What follows belongs to an exercise in optimizing a design on an open flow for small area and a short achievable clock period; a production flow would make more cautious choices.
In this exercise RTL edits were held to simulation tests only and were not proved equivalent to the original.
Power is estimated from default activity; no workload was simulated.

==> 04-16 <==
Design tru_top, start of the top module:
module tru_top
(
   input  logic        clk,
   input  logic        rst_n_i,
   input  logic        tab_wr_en_i,
   input  logic [3:0]  tab_wr_fid_i,
   input  logic [1:0]  tab_wr_sub_i,
   input  logic        tab_wr_valid_i,
   input  logic [7:0]  tab_wr_pattern_mask_i,
   input  logic [7:0]  tab_wr_pattern_match_i,
   input  logic [7:0]  tab_wr_ports_mask_i,
   input  logic [7:0]  tab_wr_ports_egress_i,
   input  logic [7:0]  tab_wr_ports_ingress_i,
   input  logic        req_valid_i,
   input  logic [3:0]  req_fid_i,
   input  logic [2:0]  req_port_i,
   input  logic [7:0]  ep_status_i,
   input  logic [7:0]  pass_all_i,
   output logic        resp_valid_o,
   output logic        resp_drop_o,
   output logic [2:0]  resp_port_o,
   output logic [7:0]  resp_port_mask_o
);
export LEC_CHECK = 0
export CAP_MARGIN = 20
export CORE_MARGIN = 2
export CORE_UTILIZATION = 60
export CTS_CLUSTER_DIAMETER = 100
export CTS_CLUSTER_SIZE = 30
export SETUP_SLACK_MARGIN = 2.7
export SLEW_MARGIN = 20
export SYNTH_HIERARCHICAL = 1
create_clock -name core_clock -period 5.0 [get_ports {clk}]
run.sh (not shown) runs the stock make flow with config.mk's settings and CLKGATE_MAP_FILE= SYNTH_SCRIPT=/design/flow/synth_recipe.tcl, a recipe that flattens the netlist after the stock synthesis.
==> 05-02 (differences from 04-16) <==
--- a/flow/design.v
+++ b/flow/design.v
@@ -275,13 +275,13 @@
          default: port_dec = 9'b000000000;
       endcase
    endfunction
    logic [NP-1:0]   down_w;
    logic [3:1]      match_w;
+   logic [3*11-1:0] terms_w;
    logic                          s1_valid_q;
-   logic [3*PAT_W-1:0]            s1_pat_q;        
-   logic [NP-1:0]                 s1_down_q;
+   logic [3*11-1:0]               s1_terms_q;      
    logic [3*POR_W-1:0]            s1_code_q;       
    logic [NP-1:0]                 s1_egress_q;     
    logic                          s1_ingr_q;       
    logic                          s1_en_req_q;     
    logic [NP-1:0]                 s1_fwd_q;        
@@ -295,29 +295,27 @@
    logic [NP-1:0]   mask_w;
    logic                          resp_valid_q;
    logic                          resp_drop_q;
    logic [tru_pkg::PORT_ID_W-1:0] resp_port_q;
    logic [NP-1:0]                 resp_port_mask_q;
-   function automatic logic grp_match(input logic [4:0] c, input logic [2:0] d);
-      grp_match = ( c[4] &  c[3] & (c[2] ~^ d[2]) & (c[1] ~^ d[1]) & (c[0] ~^ d[0])) |
-                  ( c[4] & ~c[3] & ~c[2] & (c[1] ~^ d[1]) & (c[0] ~^ d[2])) |
-                  ( c[4] & ~c[3] &  c[2] & (c[1] ~^ d[0]) & (c[0] ~^ d[2])) |
-                  (~c[4] &  c[3] & ~c[2] & (c[1] ~^ d[0]) & (c[0] ~^ d[1])) |
-                  (~c[4] &  c[3] &  c[2] & ~c[1] & (c[0] ~^ d[0])) |
-                  (~c[4] &  c[3] &  c[2] &  c[1] & (c[0] ~^ d[1])) |
-                  (~c[4] & ~c[3] &  c[2] & ~c[1] & (c[0] ~^ d[2])) |
-                  (~c[4] & ~c[3] &  c[2] &  c[1] & ~c[0]);
+   function automatic logic [4:0] grp_terms(input logic [4:0] c, input logic [2:0] d);
+      grp_terms[0] = c[4] & c[3] & (c[2] ~^ d[2]) & (c[1] ~^ d[1]) & (c[0] ~^ d[0]);
+      grp_terms[1] = c[4] & ~c[3] & (c[0] ~^ d[2]) & (c[2] ? (c[1] ~^ d[0]) : (c[1] ~^ d[1]));
+      grp_terms[2] = ~c[4] & c[3] & ~c[2] & (c[1] ~^ d[0]) & (c[0] ~^ d[1]);
+      grp_terms[3] = ~c[4] & c[3] & c[2] & (c[1] ? (c[0] ~^ d[1]) : (c[0] ~^ d[0]));
+      grp_terms[4] = ~c[4] & ~c[3] & c[2] & (c[1] ? ~c[0] : (c[0] ~^ d[2]));
    endfunction
-   assign down_w = s1_down_q;
+   assign down_w = ~stable_i;
    for (genvar s = 1; s < 4; s++)
    begin : g_pat
       logic [PAT_W-1:0] pw;
-      assign pw = s1_pat_q[(s-1)*PAT_W +: PAT_W];
-      assign match_w[s] = grp_match(pw[4:0], down_w[2:0]) &
-                          grp_match(pw[9:5], down_w[5:3]) &
-                          (down_w[7] ? pw[13] : pw[12]) &
-                          (down_w[6] ? pw[11] : pw[10]);
+      assign pw = entry_pat_i[(s-1)*PAT_W +: PAT_W];
+      assign terms_w[(s-1)*11 +: 11] = {(down_w[7] ? pw[13] : pw[12]) & (down_w[6] ? pw[11] : pw[10]),
+                                        grp_terms(pw[9:5], down_w[5:3]),
+                                        grp_terms(pw[4:0], down_w[2:0])};
+      assign match_w[s] = (|s1_terms_q[(s-1)*11 +: 5]) & (|s1_terms_q[(s-1)*11+5 +: 5]) &
+                          s1_terms_q[(s-1)*11+10];
    end
    always_ff @(posedge clk)
    begin
       if (!rst_n_i)
       begin
@@ -328,12 +326,11 @@
          s1_valid_q <= req_valid_i;
       end
    end
    always_ff @(posedge clk)
    begin
-      s1_pat_q     <= entry_pat_i;
-      s1_down_q    <= ~stable_i;
+      s1_terms_q   <= terms_w;
       s1_code_q    <= entry_port_i;
       s1_egress_q  <= entry_w0_i[NP +: NP];
       s1_ingr_q    <= entry_w0_i[req_port_i];
       s1_en_req_q  <= pass_all_i[req_port_i] & stable_i[req_port_i];
       s1_fwd_q     <= pass_all_i & stable_i & ~(NP'(1) << req_port_i);
--- a/flow/config.mk
+++ b/flow/config.mk
@@ -6,10 +6,10 @@
 export NUM_CORES = 4
 export LEC_CHECK = 0
 export CAP_MARGIN = 20
 export CORE_MARGIN = 2
 export CORE_UTILIZATION = 60
-export CTS_CLUSTER_DIAMETER = 100
-export CTS_CLUSTER_SIZE = 30
-export SETUP_SLACK_MARGIN = 2.7
+export CTS_CLUSTER_DIAMETER = 90
+export CTS_CLUSTER_SIZE = 25
+export SETUP_SLACK_MARGIN = 2.3
 export SLEW_MARGIN = 20
 export SYNTH_HIERARCHICAL = 1
==> 10-26 (differences from 04-16) <==
--- a/flow/design.v
+++ b/flow/design.v
@@ -275,13 +275,13 @@
          default: port_dec = 9'b000000000;
       endcase
    endfunction
    logic [NP-1:0]   down_w;
    logic [3:1]      match_w;
+   logic [3*11-1:0] terms_w;
    logic                          s1_valid_q;
-   logic [3*PAT_W-1:0]            s1_pat_q;        
-   logic [NP-1:0]                 s1_down_q;
+   logic [3*11-1:0]               s1_terms_q;      
    logic [3*POR_W-1:0]            s1_code_q;       
    logic [NP-1:0]                 s1_egress_q;     
    logic                          s1_ingr_q;       
    logic                          s1_en_req_q;     
    logic [NP-1:0]                 s1_fwd_q;        
@@ -295,29 +295,27 @@
    logic [NP-1:0]   mask_w;
    logic                          resp_valid_q;
    logic                          resp_drop_q;
    logic [tru_pkg::PORT_ID_W-1:0] resp_port_q;
    logic [NP-1:0]                 resp_port_mask_q;
-   function automatic logic grp_match(input logic [4:0] c, input logic [2:0] d);
-      grp_match = ( c[4] &  c[3] & (c[2] ~^ d[2]) & (c[1] ~^ d[1]) & (c[0] ~^ d[0])) |
-                  ( c[4] & ~c[3] & ~c[2] & (c[1] ~^ d[1]) & (c[0] ~^ d[2])) |
-                  ( c[4] & ~c[3] &  c[2] & (c[1] ~^ d[0]) & (c[0] ~^ d[2])) |
-                  (~c[4] &  c[3] & ~c[2] & (c[1] ~^ d[0]) & (c[0] ~^ d[1])) |
-                  (~c[4] &  c[3] &  c[2] & ~c[1] & (c[0] ~^ d[0])) |
-                  (~c[4] &  c[3] &  c[2] &  c[1] & (c[0] ~^ d[1])) |
-                  (~c[4] & ~c[3] &  c[2] & ~c[1] & (c[0] ~^ d[2])) |
-                  (~c[4] & ~c[3] &  c[2] &  c[1] & ~c[0]);
+   function automatic logic [4:0] grp_terms(input logic [4:0] c, input logic [2:0] d);
+      grp_terms[0] = c[4] & c[3] & (c[2] ~^ d[2]) & (c[1] ~^ d[1]) & (c[0] ~^ d[0]);
+      grp_terms[1] = c[4] & ~c[3] & (c[0] ~^ d[2]) & (c[2] ? (c[1] ~^ d[0]) : (c[1] ~^ d[1]));
+      grp_terms[2] = ~c[4] & c[3] & ~c[2] & (c[1] ~^ d[0]) & (c[0] ~^ d[1]);
+      grp_terms[3] = ~c[4] & c[3] & c[2] & (c[1] ? (c[0] ~^ d[1]) : (c[0] ~^ d[0]));
+      grp_terms[4] = ~c[4] & ~c[3] & c[2] & (c[1] ? ~c[0] : (c[0] ~^ d[2]));
    endfunction
-   assign down_w = s1_down_q;
+   assign down_w = ~stable_i;
    for (genvar s = 1; s < 4; s++)
    begin : g_pat
       logic [PAT_W-1:0] pw;
-      assign pw = s1_pat_q[(s-1)*PAT_W +: PAT_W];
-      assign match_w[s] = grp_match(pw[4:0], down_w[2:0]) &
-                          grp_match(pw[9:5], down_w[5:3]) &
-                          (down_w[7] ? pw[13] : pw[12]) &
-                          (down_w[6] ? pw[11] : pw[10]);
+      assign pw = entry_pat_i[(s-1)*PAT_W +: PAT_W];
+      assign terms_w[(s-1)*11 +: 11] = {(down_w[7] ? pw[13] : pw[12]) & (down_w[6] ? pw[11] : pw[10]),
+                                        grp_terms(pw[9:5], down_w[5:3]),
+                                        grp_terms(pw[4:0], down_w[2:0])};
+      assign match_w[s] = (|s1_terms_q[(s-1)*11 +: 5]) & (|s1_terms_q[(s-1)*11+5 +: 5]) &
+                          s1_terms_q[(s-1)*11+10];
    end
    always_ff @(posedge clk)
    begin
       if (!rst_n_i)
       begin
@@ -328,12 +326,11 @@
          s1_valid_q <= req_valid_i;
       end
    end
    always_ff @(posedge clk)
    begin
-      s1_pat_q     <= entry_pat_i;
-      s1_down_q    <= ~stable_i;
+      s1_terms_q   <= terms_w;
       s1_code_q    <= entry_port_i;
       s1_egress_q  <= entry_w0_i[NP +: NP];
       s1_ingr_q    <= entry_w0_i[req_port_i];
       s1_en_req_q  <= pass_all_i[req_port_i] & stable_i[req_port_i];
       s1_fwd_q     <= pass_all_i & stable_i & ~(NP'(1) << req_port_i);
--- a/flow/config.mk
+++ b/flow/config.mk
@@ -6,10 +6,10 @@
 export NUM_CORES = 4
 export LEC_CHECK = 0
 export CAP_MARGIN = 20
 export CORE_MARGIN = 2
 export CORE_UTILIZATION = 60
-export CTS_CLUSTER_DIAMETER = 100
-export CTS_CLUSTER_SIZE = 30
-export SETUP_SLACK_MARGIN = 2.7
+export CTS_CLUSTER_DIAMETER = 90
+export CTS_CLUSTER_SIZE = 25
+export SETUP_SLACK_MARGIN = 2.45
 export SLEW_MARGIN = 20
 export SYNTH_HIERARCHICAL = 1
==> summary.txt <==
Power
Cell internal power was estimated by the tool at 23.9 mW. The leakage power is 29.8 nW.

Layout
Of the total standard cell area in the layout, the sequential portion is 0.660. The layout has 7,912 filler cells.

Critical path
Of all nets on the critical path, the largest fanout is 19.

Run status
The run finished with no timing, DRC or antenna violations.

Synthesis
By count the netlist is led by 1,840 x edfxtp_1, 466 x a22o_1, 459 x a221oi_1.
the above is filed under 10-26

==> summary.txt <==
Layout
The filler cell count is 7,497. Of the total standard cell area in the layout, the sequential portion is 0.645.

Power
Cell internal power was estimated by the tool at 23.6 mW. For this design the static power due to leakage is 31.0 nW.

Run status
The run finished with no timing, DRC or antenna violations.
the above is filed under 04-16

==> summary.txt <==
Run status
The flow ran to the end and the layout has no timing, DRC or antenna violations.

Layout
The filler cell count is 8,503. Registers represent a cell area share of 0.695.

Power
The analysis attributes to cell leakage a power of 27.8 nW. The internal power is 23.6 mW.

Critical path
The largest driver fanout on the critical path is 17.
the above is filed under 05-02

[afterwards: timing with drivers on the ports]
No port has a modelled driver above. Below, the same layouts with a new extraction and two added sets of constraints. Step 1 (the two cells are an assumption about what drives the block):
set clk [get_ports {clk}]
set_driving_cell -lib_cell sky130_fd_sc_hd__clkbuf_16 $clk
set_driving_cell -lib_cell sky130_fd_sc_hd__buf_2 [delete_from_list [all_inputs] $clk]
Step 2 adds t to the input delays and takes it off the output delays; t is the mean of the earliest and latest rising clock arrival at the registers after step 1. Input paths then give back, and output paths get back, about the clock's delay inside the block. Slacks: ideal ports / drivers / drivers and shift; pairs: ideal ports / drivers.
| run | shift t [ns] | setup WS [ns] | hold WS [ns] | worst register clock-pin slew, ns | pins driven straight from the clock port |
|---|---|---|---|---|---|
| 04-16 | 0.780 | 2.116 / 2.116 / 1.539 | 0.454 / 0.454 / 0.454 | 0.12 / 0.12 | 1 |
| 05-02 | 0.807 | 2.169 / 2.222 / 1.414 | 0.443 / 0.443 / 0.443 | 0.10 / 0.10 | 1 |
| 10-26 | 0.807 | 2.181 / 2.235 / 1.428 | 0.454 / 0.454 / 0.454 | 0.11 / 0.11 | 1 |
After both steps every run listed still meets setup and hold. For 05-02, which loses most, drivers alone change the setup slack by +0.053 ns; drivers and shift together by -0.755 ns.
